Source: an optimization exercise on an open RTL-to-GDS flow (aim: small area, a short achievable clock period and few clock cycles per item). Production flows keep margins and buffers that such runs may drop. RTL that was checked went through simulation tests only; none was proved equivalent to the original. Power figures rest on the tool's default switching activity, not on a simulated workload.

==> inputs of run X <==
==> flow/design.v (excerpt) <==
module conv_pair_top (
    input  logic                 clk_i,
    input  logic                 reset_i,
    input  logic                 win_valid_i,
    input  logic [127:0]         win_i,            
    output logic                 credit_o,
    input  logic                 credit_i,
    output logic                 result_valid_o,
    output logic [31:0]          result_o          
);
==> flow/config.mk <==
export PLATFORM = sky130hd
export DESIGN_NAME = conv_pair_top
export DESIGN_NICKNAME = conv_pair_top
export VERILOG_FILES = /design/flow/design.v
export SDC_FILE = /design/flow/constraint.sdc
export NUM_CORES = 4
export LEC_CHECK = 0
export CAP_MARGIN = 20
export CORE_MARGIN = 2
export CORE_UTILIZATION = 65
export CTS_BUF_LIST = sky130_fd_sc_hd__clkbuf_4 sky130_fd_sc_hd__clkbuf_8
export SETUP_SLACK_MARGIN = 4.5
export SLEW_MARGIN = 20
export SYNTH_HIERARCHICAL = 1
export SYNTH_MINIMUM_KEEP_SIZE = 0
==> flow/constraint.sdc <==
create_clock -name core_clock -period 10.0 [get_ports {clk_i}]
set_input_delay 2.0000 -clock core_clock [delete_from_list [all_inputs] [get_ports {clk_i}]]
set_output_delay 2.0000 -clock core_clock [all_outputs]
set_load 0.01 [all_outputs]
standard.sh (not shown) runs the stock make flow with config.mk's settings and CLKGATE_MAP_FILE= SYNTH_SCRIPT=/design/flow/synth_recipe.tcl, a recipe that flattens the netlist after the stock synthesis.
==> flow/flow/run.sh <==
#!/bin/bash
# Standard layout (the standard.sh, all ORFS steps), except that the port buffers are
# buf_2 cells instead of the delay buffers buffer_ports picks by default.
# Each tool's full output is in orfs/logs/; make's own output is in make.log.
set -euo pipefail
bash standard.sh BUFFER_PORTS_ARGS="-buffer_cell sky130_fd_sc_hd__buf_2" finish > make.log 2>&1
==> run B: changes against run X <==
--- a/flow/config.mk
+++ b/flow/config.mk
@@ -10,5 +10,5 @@
 export CORE_UTILIZATION = 65
 export CTS_BUF_LIST = sky130_fd_sc_hd__clkbuf_4 sky130_fd_sc_hd__clkbuf_8
-export SETUP_SLACK_MARGIN = 4.5
+export SETUP_SLACK_MARGIN = 5.0
 export SLEW_MARGIN = 20
 export SYNTH_HIERARCHICAL = 1
==> comparison <==
Synthesized cell count is the same in run B and run X. In die area, run X and run B do not differ. Of run X and run B, run B has the higher final area (gap about 0.9%, measured against run B). In worst hold slack, run B and run X hardly differ. Clock skew: run X is lower than run B (0.0019 ns). In run B the total power is higher than in run X, by about 4%. Of run X and run B, run X has the higher sequential share of layout area (gap 0.23 points). In run X the setup slack is worse than in run B, by 0.45 ns. Via count: run X is smaller than run B (about 2%).
==> figures <==
quantity	run X	run B
Run status	complete, no violations	complete, no violations
Layout cell share with drive strength beyond 1	25.6%	26.4%
Post-route cell area	8600 um2	8680 um2
DP Area	8380 um2	8380 um2
Number of nets in the layout	1095	1099
Total power after layout	2.16 mW	2.25 mW
Worst Reg2Reg Path Length in Cells	6	3
Via count	5155	5256
Clock latency reported for the late side of the worst-skew pair	0.35 ns	0.37 ns
Non-Filler Instances	988	989
Via density	5.22	5.31
Buffers excl. clock	149	153
IR drop worst, VDD	0.000146 V	0.000144 V
Share of the cycle needed by the critical path after routing	52.9%	48.4%
Routed wire length on met3	710 um	754 um
Ratio of layout area to synthesized area	1.142x	1.153x
Fin Hold WS	0.512 ns	0.512 ns
Data arrival time of the critical path	5.38 ns	4.94 ns
Met2 track utilization from global routing	44.6%	45.1%
First-pass GRT wire length	25100 um	24800 um
No run of this note included a check of the RTL's function; only the layout flow was run.

==> build 69: inputs <==
conv_pair_top, a different RTL version from the one above (not shown whole).
export LEC_CHECK = 0
export CAP_MARGIN = 20
export CORE_MARGIN = 2
export CORE_UTILIZATION = 50
export CTS_BUF_LIST = sky130_fd_sc_hd__clkbuf_4 sky130_fd_sc_hd__clkbuf_8
export SETUP_SLACK_MARGIN = 5.0
export SLEW_MARGIN = 20
export SYNTH_HIERARCHICAL = 1
export SYNTH_MINIMUM_KEEP_SIZE = 0
create_clock -name core_clock -period 10.0 [get_ports {clk_i}]
==> flow/flow/run.sh <==
#!/bin/bash
set -euo pipefail
bash standard.sh SETUP_SLACK_MARGIN=5.5 BUFFER_PORTS_ARGS="-buffer_cell sky130_fd_sc_hd__buf_2" finish > make.log 2>&1
==> build 30: changes against build 69 <==
==> flow/flow/run.sh (replaced) <==
#!/bin/bash
# Standard layout (the standard.sh, all ORFS steps), except that the port buffers are
# buf_1 cells instead of the delay buffers buffer_ports picks by default.
# Each tool's full output is in orfs/logs/; make's own output is in make.log.
set -euo pipefail
bash standard.sh BUFFER_PORTS_ARGS="-buffer_cell sky130_fd_sc_hd__buf_1" finish > make.log 2>&1
--- a/flow/config.mk
+++ b/flow/config.mk
@@ -9,3 +9,3 @@
 export CORE_MARGIN = 2
-export CORE_UTILIZATION = 50
+export CORE_UTILIZATION = 65
 export CTS_BUF_LIST = sky130_fd_sc_hd__clkbuf_4 sky130_fd_sc_hd__clkbuf_8
==> trial 83: changes against build 69 <==
==> flow/flow/run.sh (replaced) <==
#!/bin/bash
# Standard layout (the standard.sh, all ORFS steps), except that the port buffers are
# buf_2 cells instead of the delay buffers buffer_ports picks by default.
# Each tool's full output is in orfs/logs/; make's own output is in make.log.
set -euo pipefail
bash standard.sh BUFFER_PORTS_ARGS="-buffer_cell sky130_fd_sc_hd__buf_2" finish > make.log 2>&1
--- a/flow/config.mk
+++ b/flow/config.mk
@@ -9,3 +9,3 @@
 export CORE_MARGIN = 2
-export CORE_UTILIZATION = 50
+export CORE_UTILIZATION = 65
 export CTS_BUF_LIST = sky130_fd_sc_hd__clkbuf_4 sky130_fd_sc_hd__clkbuf_8
==> notes <==
Clock skew is about the same in trial 83 and build 69.
In count of clock-buffer cells in the layout, build 30 and trial 83 do not differ.
In synthesized area, build 30 and build 69 do not differ.
Build 30 produced a clean layout. Build 69 completed with no timing, DRC or antenna violations. Trial 83 finished with timing, DRC and antenna clean.
Final area, highest first: build 69, trial 83, build 30.
Between build 30 and build 69, the lower wire length is in build 30 (gap about 6.5%, measured against build 69).
Final cell count is the same in build 30 and trial 83.
Hold slack: build 69 < trial 83 < build 30.
==> figures <==
metric                                                 build 69    trial 83    build 30
Count of non-filler cells in the finished layout           1071        1005        1005
Switching component of the power                       1.255 mW    1.094 mW    1.101 mW
Post-route clock period utilization                      45.48%      47.97%      48.00%
Setup repair after global routing missed its margin        true       false       false
Cell row count                                               45          39          39
Outcome                                timing/DRC/antenna clean  timing/DRC/antenna clean  timing/DRC/antenna clean
Pre-CTS worst setup slack                              4.961 ns    4.866 ns    4.712 ns
Total power of the final layout                        2.814 mW    2.415 mW    2.374 mW
First-pass GRT wire length                             28350 um    27170 um    27550 um
Chip Width                                             128.0 um    112.7 um    112.7 um
Clock share of power                                      10.3%       10.6%        9.9%
Worst-margin pin slew                                 0.5274 ns   0.5186 ns   0.6092 ns
Total placed cells including tap cells                     1034         989         989
Placed wire-length estimate                            14290 um    13850 um    14000 um
Proportion of cell area occupied by registers            22.50%      24.75%      25.34%
Met3 capacity usage during global routing                3.130%      4.874%      3.749%
Testbench counts of build 69, summed over its fixed seeds: cycles 968, items 960.
Testbench counts of build 30, summed over its fixed seeds: cycles 968, items 960.
Testbench counts of trial 83, summed over its fixed seeds: cycles 968, items 960.

==> 02-02 <==
Another version of the RTL of conv_pair_top (not shown whole).
clock: 10.0 ns
lec_check: 0
cap_margin: 20
core_margin: 2
core_utilization: 40
setup_slack_margin: 3.5
slew_margin: 20
synth_hierarchical: 1
synth_minimum_keep_size: 0
==> flow/flow/run.sh <==
#!/bin/bash
# Standard layout (the standard.sh, all ORFS steps), except that the port buffers are
# buf_2 cells instead of the delay buffers buffer_ports picks by default.
# Each tool's full output is in orfs/logs/; make's own output is in make.log.
set -euo pipefail
bash standard.sh BUFFER_PORTS_ARGS="-buffer_cell sky130_fd_sc_hd__buf_2" finish > make.log 2>&1
==> 05-27: changes against 02-02 <==
--- a/flow/design.v
+++ b/flow/design.v
@@ -55,19 +55,17 @@
     input  logic                 reset_i,
     input  logic                 win_valid_i,
     input  logic [127:0]         win_i,            
     output logic                 credit_o,
     input  logic                 credit_i,
     output logic                 result_valid_o,
     output logic [31:0]          result_o          
 );
-    logic [1:0][16:0] row_raw;     
-    logic [127:0]     win_d;       
-    logic             win_valid_d;
+    logic [1:0][14:0] row_sat;
     logic [15:0] pa0, pb0, pc0, pd0;
     logic s0_1;
     logic c0_2;
     logic s0_3;
     logic c0_4;
     logic s0_5;
     logic c0_6;
     logic s0_7;
@@ -524,22 +522,20 @@
     logic G1_453;
     logic P1_454;
     logic G1_455;
     logic P1_456;
     logic G1_457;
     logic P1_458;
     logic G1_459;
     logic P1_460;
-    assign win_d       = win_i;
-    assign win_valid_d = win_valid_i;
-    assign pa0 = win_d[0 +: 16];       
-    assign pb0 = win_d[16 +: 16];     
-    assign pc0 = win_d[48 +: 16];     
-    assign pd0 = win_d[64 +: 16];     
+    assign pa0 = win_i[0 +: 16];       
+    assign pb0 = win_i[16 +: 16];     
+    assign pc0 = win_i[48 +: 16];     
+    assign pd0 = win_i[64 +: 16];     
     conv_ha i_s0_1 (.a(~pa0[1]), .b(pb0[1]), .s(s0_1), .co(c0_2));
     conv_ha i_s0_3 (.a(~pa0[2]), .b(pb0[2]), .s(s0_3), .co(c0_4));
     conv_ha i_s0_5 (.a(~pa0[3]), .b(pb0[3]), .s(s0_5), .co(c0_6));
     conv_ha i_s0_7 (.a(~pa0[4]), .b(pb0[4]), .s(s0_7), .co(c0_8));
     conv_ha i_s0_9 (.a(~pa0[5]), .b(pb0[5]), .s(s0_9), .co(c0_10));
     conv_ha i_s0_11 (.a(~pa0[6]), .b(pb0[6]), .s(s0_11), .co(c0_12));
     conv_ha i_s0_13 (.a(~pa0[7]), .b(pb0[7]), .s(s0_13), .co(c0_14));
     conv_ha i_s0_15 (.a(~pa0[8]), .b(pb0[8]), .s(s0_15), .co(c0_16));
@@ -573,21 +569,19 @@
     conv_fa i_s0_71 (.a(pc0[10]), .b(pd0[10]), .c(c0_20), .s(s0_71), .co(c0_72));
     conv_fa i_s0_73 (.a(s0_23), .b(pb0[11]), .c(pc0[12]), .s(s0_73), .co(c0_74));
     conv_fa i_s0_75 (.a(pc0[11]), .b(pd0[11]), .c(c0_22), .s(s0_75), .co(c0_76));
     conv_fa i_s0_77 (.a(s0_25), .b(pb0[12]), .c(pc0[13]), .s(s0_77), .co(c0_78));
     conv_fa i_s0_79 (.a(pc0[12]), .b(pd0[12]), .c(c0_24), .s(s0_79), .co(c0_80));
     conv_fa i_s0_81 (.a(s0_27), .b(pb0[13]), .c(pc0[14]), .s(s0_81), .co(c0_82));
     conv_fa i_s0_83 (.a(pc0[13]), .b(pd0[13]), .c(c0_26), .s(s0_83), .co(c0_84));
     conv_fa i_s0_85 (.a(s0_29), .b(~pc0[15]), .c(pc0[14]), .s(s0_85), .co(c0_86));
-    assign s0_87 = ~(pd0[14] ^ c0_28);
-    assign c0_88 = pd0[14] | c0_28;
+    conv_fa i_s0_87 (.a(pd0[14]), .b(1'b1), .c(c0_28), .s(s0_87), .co(c0_88));
     conv_fa i_s0_89 (.a(~pb0[15]), .b(~pc0[15]), .c(~pd0[15]), .s(s0_89), .co(c0_90));
-    assign s0_91 = ~c0_30;
-    assign c0_92 = c0_30;
+    conv_ha i_s0_91 (.a(1'b1), .b(c0_30), .s(s0_91), .co(c0_92));
     conv_ha i_s0_93 (.a(~pa0[0]), .b(pb0[0]), .s(s0_93), .co(c0_94));
     conv_fa i_s0_95 (.a(s0_31), .b(pc0[0]), .c(pd0[0]), .s(s0_95), .co(c0_96));
     conv_fa i_s0_97 (.a(s0_33), .b(s0_35), .c(c0_2), .s(s0_97), .co(c0_98));
     conv_fa i_s0_99 (.a(s0_37), .b(s0_39), .c(c0_34), .s(s0_99), .co(c0_100));
     conv_fa i_s0_101 (.a(s0_41), .b(s0_43), .c(c0_38), .s(s0_101), .co(c0_102));
     conv_fa i_s0_103 (.a(s0_45), .b(s0_47), .c(c0_42), .s(s0_103), .co(c0_104));
     conv_fa i_s0_105 (.a(s0_49), .b(s0_51), .c(c0_46), .s(s0_105), .co(c0_106));
     conv_fa i_s0_107 (.a(s0_53), .b(s0_55), .c(c0_50), .s(s0_107), .co(c0_108));
@@ -595,21 +589,19 @@
     conv_fa i_s0_111 (.a(s0_61), .b(s0_63), .c(c0_58), .s(s0_111), .co(c0_112));
     conv_fa i_s0_113 (.a(s0_65), .b(s0_67), .c(c0_62), .s(s0_113), .co(c0_114));
     conv_fa i_s0_115 (.a(s0_69), .b(s0_71), .c(c0_66), .s(s0_115), .co(c0_116));
     conv_fa i_s0_117 (.a(s0_73), .b(s0_75), .c(c0_70), .s(s0_117), .co(c0_118));
     conv_fa i_s0_119 (.a(s0_77), .b(s0_79), .c(c0_74), .s(s0_119), .co(c0_120));
     conv_fa i_s0_121 (.a(s0_81), .b(s0_83), .c(c0_78), .s(s0_121), .co(c0_122));
     conv_fa i_s0_123 (.a(s0_85), .b(s0_87), .c(c0_82), .s(s0_123), .co(c0_124));
     conv_fa i_s0_125 (.a(s0_89), .b(s0_91), .c(c0_86), .s(s0_125), .co(c0_126));
-    assign s0_127 = ~c0_90;
-    assign c0_128 = c0_90;
+    conv_ha i_s0_127 (.a(1'b1), .b(c0_90), .s(s0_127), .co(c0_128));
     conv_ha i_s0_129 (.a(s0_93), .b(pc0[0]), .s(s0_129), .co(c0_130));
-    assign s0_131 = ~(s0_95 ^ c0_94);
-    assign c0_132 = s0_95 | c0_94;
+    conv_fa i_s0_131 (.a(s0_95), .b(1'b1), .c(c0_94), .s(s0_131), .co(c0_132));
     conv_fa i_s0_133 (.a(s0_97), .b(c0_32), .c(c0_96), .s(s0_133), .co(c0_134));
     conv_fa i_s0_135 (.a(s0_99), .b(c0_36), .c(c0_98), .s(s0_135), .co(c0_136));
     conv_fa i_s0_137 (.a(s0_101), .b(c0_40), .c(c0_100), .s(s0_137), .co(c0_138));
     conv_fa i_s0_139 (.a(s0_103), .b(c0_44), .c(c0_102), .s(s0_139), .co(c0_140));
     conv_fa i_s0_141 (.a(s0_105), .b(c0_48), .c(c0_104), .s(s0_141), .co(c0_142));
     conv_fa i_s0_143 (.a(s0_107), .b(c0_52), .c(c0_106), .s(s0_143), .co(c0_144));
     conv_fa i_s0_145 (.a(s0_109), .b(c0_56), .c(c0_108), .s(s0_145), .co(c0_146));
     conv_fa i_s0_147 (.a(s0_111), .b(c0_60), .c(c0_110), .s(s0_147), .co(c0_148));
@@ -745,21 +737,21 @@
     assign gg0[13] = G0_209;
     assign gg0[14] = G0_225;
     assign gg0[15] = G0_199;
     assign gg0[16] = G0_227;
     assign gg0[17] = G0_211;
     assign gg0[18] = G0_229;
     assign gg0[19] = G0_203;
     assign sum0 = p0 ^ {gg0[18:0], 1'b0};
-    assign row_raw[0] = {sum0[19], |sum0[18:15], sum0[14:0]};   
-    assign pa1 = win_d[32 +: 16];       
-    assign pb1 = win_d[48 +: 16];     
-    assign pc1 = win_d[80 +: 16];     
-    assign pd1 = win_d[96 +: 16];     
+    assign row_sat[0] = sum0[19] ? 15'd0 : (|sum0[18:15]) ? 15'h7fff : sum0[14:0];
+    assign pa1 = win_i[32 +: 16];       
+    assign pb1 = win_i[48 +: 16];     
+    assign pc1 = win_i[80 +: 16];     
+    assign pd1 = win_i[96 +: 16];     
     conv_ha i_s1_231 (.a(~pa1[1]), .b(pb1[1]), .s(s1_231), .co(c1_232));
     conv_ha i_s1_233 (.a(~pa1[2]), .b(pb1[2]), .s(s1_233), .co(c1_234));
     conv_ha i_s1_235 (.a(~pa1[3]), .b(pb1[3]), .s(s1_235), .co(c1_236));
     conv_ha i_s1_237 (.a(~pa1[4]), .b(pb1[4]), .s(s1_237), .co(c1_238));
     conv_ha i_s1_239 (.a(~pa1[5]), .b(pb1[5]), .s(s1_239), .co(c1_240));
     conv_ha i_s1_241 (.a(~pa1[6]), .b(pb1[6]), .s(s1_241), .co(c1_242));
     conv_ha i_s1_243 (.a(~pa1[7]), .b(pb1[7]), .s(s1_243), .co(c1_244));
     conv_ha i_s1_245 (.a(~pa1[8]), .b(pb1[8]), .s(s1_245), .co(c1_246));
@@ -793,21 +785,19 @@
     conv_fa i_s1_301 (.a(pc1[10]), .b(pd1[10]), .c(c1_250), .s(s1_301), .co(c1_302));
     conv_fa i_s1_303 (.a(s1_253), .b(pb1[11]), .c(pc1[12]), .s(s1_303), .co(c1_304));
     conv_fa i_s1_305 (.a(pc1[11]), .b(pd1[11]), .c(c1_252), .s(s1_305), .co(c1_306));
     conv_fa i_s1_307 (.a(s1_255), .b(pb1[12]), .c(pc1[13]), .s(s1_307), .co(c1_308));
     conv_fa i_s1_309 (.a(pc1[12]), .b(pd1[12]), .c(c1_254), .s(s1_309), .co(c1_310));
     conv_fa i_s1_311 (.a(s1_257), .b(pb1[13]), .c(pc1[14]), .s(s1_311), .co(c1_312));
     conv_fa i_s1_313 (.a(pc1[13]), .b(pd1[13]), .c(c1_256), .s(s1_313), .co(c1_314));
     conv_fa i_s1_315 (.a(s1_259), .b(~pc1[15]), .c(pc1[14]), .s(s1_315), .co(c1_316));
-    assign s1_317 = ~(pd1[14] ^ c1_258);
-    assign c1_318 = pd1[14] | c1_258;
+    conv_fa i_s1_317 (.a(pd1[14]), .b(1'b1), .c(c1_258), .s(s1_317), .co(c1_318));
     conv_fa i_s1_319 (.a(~pb1[15]), .b(~pc1[15]), .c(~pd1[15]), .s(s1_319), .co(c1_320));
-    assign s1_321 = ~c1_260;
-    assign c1_322 = c1_260;
+    conv_ha i_s1_321 (.a(1'b1), .b(c1_260), .s(s1_321), .co(c1_322));
     conv_ha i_s1_323 (.a(~pa1[0]), .b(pb1[0]), .s(s1_323), .co(c1_324));
     conv_fa i_s1_325 (.a(s1_261), .b(pc1[0]), .c(pd1[0]), .s(s1_325), .co(c1_326));
     conv_fa i_s1_327 (.a(s1_263), .b(s1_265), .c(c1_232), .s(s1_327), .co(c1_328));
     conv_fa i_s1_329 (.a(s1_267), .b(s1_269), .c(c1_264), .s(s1_329), .co(c1_330));
     conv_fa i_s1_331 (.a(s1_271), .b(s1_273), .c(c1_268), .s(s1_331), .co(c1_332));
     conv_fa i_s1_333 (.a(s1_275), .b(s1_277), .c(c1_272), .s(s1_333), .co(c1_334));
     conv_fa i_s1_335 (.a(s1_279), .b(s1_281), .c(c1_276), .s(s1_335), .co(c1_336));
     conv_fa i_s1_337 (.a(s1_283), .b(s1_285), .c(c1_280), .s(s1_337), .co(c1_338));
@@ -815,21 +805,19 @@
     conv_fa i_s1_341 (.a(s1_291), .b(s1_293), .c(c1_288), .s(s1_341), .co(c1_342));
     conv_fa i_s1_343 (.a(s1_295), .b(s1_297), .c(c1_292), .s(s1_343), .co(c1_344));
     conv_fa i_s1_345 (.a(s1_299), .b(s1_301), .c(c1_296), .s(s1_345), .co(c1_346));
     conv_fa i_s1_347 (.a(s1_303), .b(s1_305), .c(c1_300), .s(s1_347), .co(c1_348));
     conv_fa i_s1_349 (.a(s1_307), .b(s1_309), .c(c1_304), .s(s1_349), .co(c1_350));
     conv_fa i_s1_351 (.a(s1_311), .b(s1_313), .c(c1_308), .s(s1_351), .co(c1_352));
     conv_fa i_s1_353 (.a(s1_315), .b(s1_317), .c(c1_312), .s(s1_353), .co(c1_354));
     conv_fa i_s1_355 (.a(s1_319), .b(s1_321), .c(c1_316), .s(s1_355), .co(c1_356));
-    assign s1_357 = ~c1_320;
-    assign c1_358 = c1_320;
+    conv_ha i_s1_357 (.a(1'b1), .b(c1_320), .s(s1_357), .co(c1_358));
     conv_ha i_s1_359 (.a(s1_323), .b(pc1[0]), .s(s1_359), .co(c1_360));
-    assign s1_361 = ~(s1_325 ^ c1_324);
-    assign c1_362 = s1_325 | c1_324;
+    conv_fa i_s1_361 (.a(s1_325), .b(1'b1), .c(c1_324), .s(s1_361), .co(c1_362));
     conv_fa i_s1_363 (.a(s1_327), .b(c1_262), .c(c1_326), .s(s1_363), .co(c1_364));
     conv_fa i_s1_365 (.a(s1_329), .b(c1_266), .c(c1_328), .s(s1_365), .co(c1_366));
     conv_fa i_s1_367 (.a(s1_331), .b(c1_270), .c(c1_330), .s(s1_367), .co(c1_368));
     conv_fa i_s1_369 (.a(s1_333), .b(c1_274), .c(c1_332), .s(s1_369), .co(c1_370));
     conv_fa i_s1_371 (.a(s1_335), .b(c1_278), .c(c1_334), .s(s1_371), .co(c1_372));
     conv_fa i_s1_373 (.a(s1_337), .b(c1_282), .c(c1_336), .s(s1_373), .co(c1_374));
     conv_fa i_s1_375 (.a(s1_339), .b(c1_286), .c(c1_338), .s(s1_375), .co(c1_376));
     conv_fa i_s1_377 (.a(s1_341), .b(c1_290), .c(c1_340), .s(s1_377), .co(c1_378));
@@ -965,58 +953,54 @@
     assign gg1[13] = G1_439;
     assign gg1[14] = G1_455;
     assign gg1[15] = G1_429;
     assign gg1[16] = G1_457;
     assign gg1[17] = G1_441;
     assign gg1[18] = G1_459;
     assign gg1[19] = G1_433;
     assign sum1 = p1 ^ {gg1[18:0], 1'b0};
-    assign row_raw[1] = {sum1[19], |sum1[18:15], sum1[14:0]};   
-    logic [1:0][33:0] entry;
+    assign row_sat[1] = sum1[19] ? 15'd0 : (|sum1[18:15]) ? 15'h7fff : sum1[14:0];
+    logic [1:0][29:0] entry;
     logic [1:0]       entry_valid;
     logic             wr_ptr;
     logic             rd_ptr;
     logic [1:0]       out_credits;
     logic             send;
-    logic [33:0]      head;
-    logic [1:0][14:0] head_sat;
+    logic [29:0]      head;
     assign send           = entry_valid[rd_ptr] && (out_credits != 2'd0);
     assign result_valid_o = send;
     assign credit_o       = send;
     assign head           = entry[rd_ptr];
-    for (genvar r = 0; r < 2; r++) begin : g_sat
-        assign head_sat[r] = head[17 * r + 16] ? 15'd0 : head[17 * r + 15] ? 15'h7fff : head[17 * r +: 15];
-    end
-    assign result_o       = {1'b0, head_sat[1], 1'b0, head_sat[0]};
+    assign result_o       = {1'b0, head[29:15], 1'b0, head[14:0]};
     always_ff @(posedge clk_i) begin
         if (reset_i) begin
             entry_valid <= 2'b00;
             wr_ptr      <= 1'b0;
             rd_ptr      <= 1'b0;
             out_credits <= 2'd2;
         end else begin
-            if (win_valid_d) begin
+            if (win_valid_i) begin
                 entry_valid[wr_ptr] <= 1'b1;
                 wr_ptr              <= !wr_ptr;
             end
             if (send) begin
                 entry_valid[rd_ptr] <= 1'b0;
                 rd_ptr              <= !rd_ptr;
             end
             case ({send, credit_i})
                 2'b10:   out_credits <= out_credits - 1'b1;
                 2'b01:   out_credits <= out_credits + 1'b1;
                 default: out_credits <= out_credits;
             endcase
         end
     end
     always_ff @(posedge clk_i) begin
-        if (win_valid_d) begin
-            entry[wr_ptr] <= row_raw;
+        if (win_valid_i) begin
+            entry[wr_ptr] <= row_sat;
         end
     end
 endmodule
 module conv_fa (
     input  logic a,
     input  logic b,
     input  logic c,
     output logic s,
==> comparison <==
- In 02-02 the count of clock-buffer cells in the layout is lower than in 05-27, by 1.
- Of 02-02 and 05-27, 02-02 has the higher worst setup slack (gap 43 ps).
- Sequential cell count: 02-02 is higher than 05-27 (8).
- In 02-02 the non-clock buffer count is lower than in 05-27, by 14.
- Between 02-02 and 05-27, the lower via count is in 05-27 (gap about 7.5%, measured against 05-27).
- Power: 02-02 is smaller than 05-27 (0.50%).
- Between 05-27 and 02-02, the lower critical path depth is in 02-02 (gap 6).
- Between 02-02 and 05-27, the lower global-route usage is in 02-02 (gap 0.41 points).
No run of this note included a check of the RTL's function; only the layout flow was run.

-- re-timing with driven ports --
No port has a modelled driver above. Below, the same layouts with a new extraction and two added sets of constraints.
Step 1 assumes that a clkbuf_16 drives the clock port and a buf_2 every other input.
Step 2 times the ports against the registers' clock, not the clock port: input delays grow and output delays shrink by t, the midpoint of the rising clock arrivals with the driver on.
Slacks: no drivers / after step 1 / after step 2; pairs: no drivers / after step 1.
run | t (ns) | setup WS [ns] | worst setup path at the end
run X | 0.383 | 4.714 / 4.726 / 4.343 | input to register
run B | 0.397 | 5.164 / 5.180 / 4.783 | input to register
build 69 | 0.382 | 5.452 / 5.446 / 5.064 | input to register
build 30 | 0.392 | 5.200 / 5.205 / 4.814 | input to register
trial 83 | 0.387 | 5.203 / 5.205 / 4.818 | input to register
02-02 | 0.361 | 3.683 / 3.696 / 3.334 | input to register
05-27 | 0.364 | 3.640 / 3.626 / 3.262 | input to register
After both steps setup and hold are still met in every run listed. For build 69, which loses most, drivers alone change the setup slack by -0.006 ns; drivers and shift together by -0.388 ns.
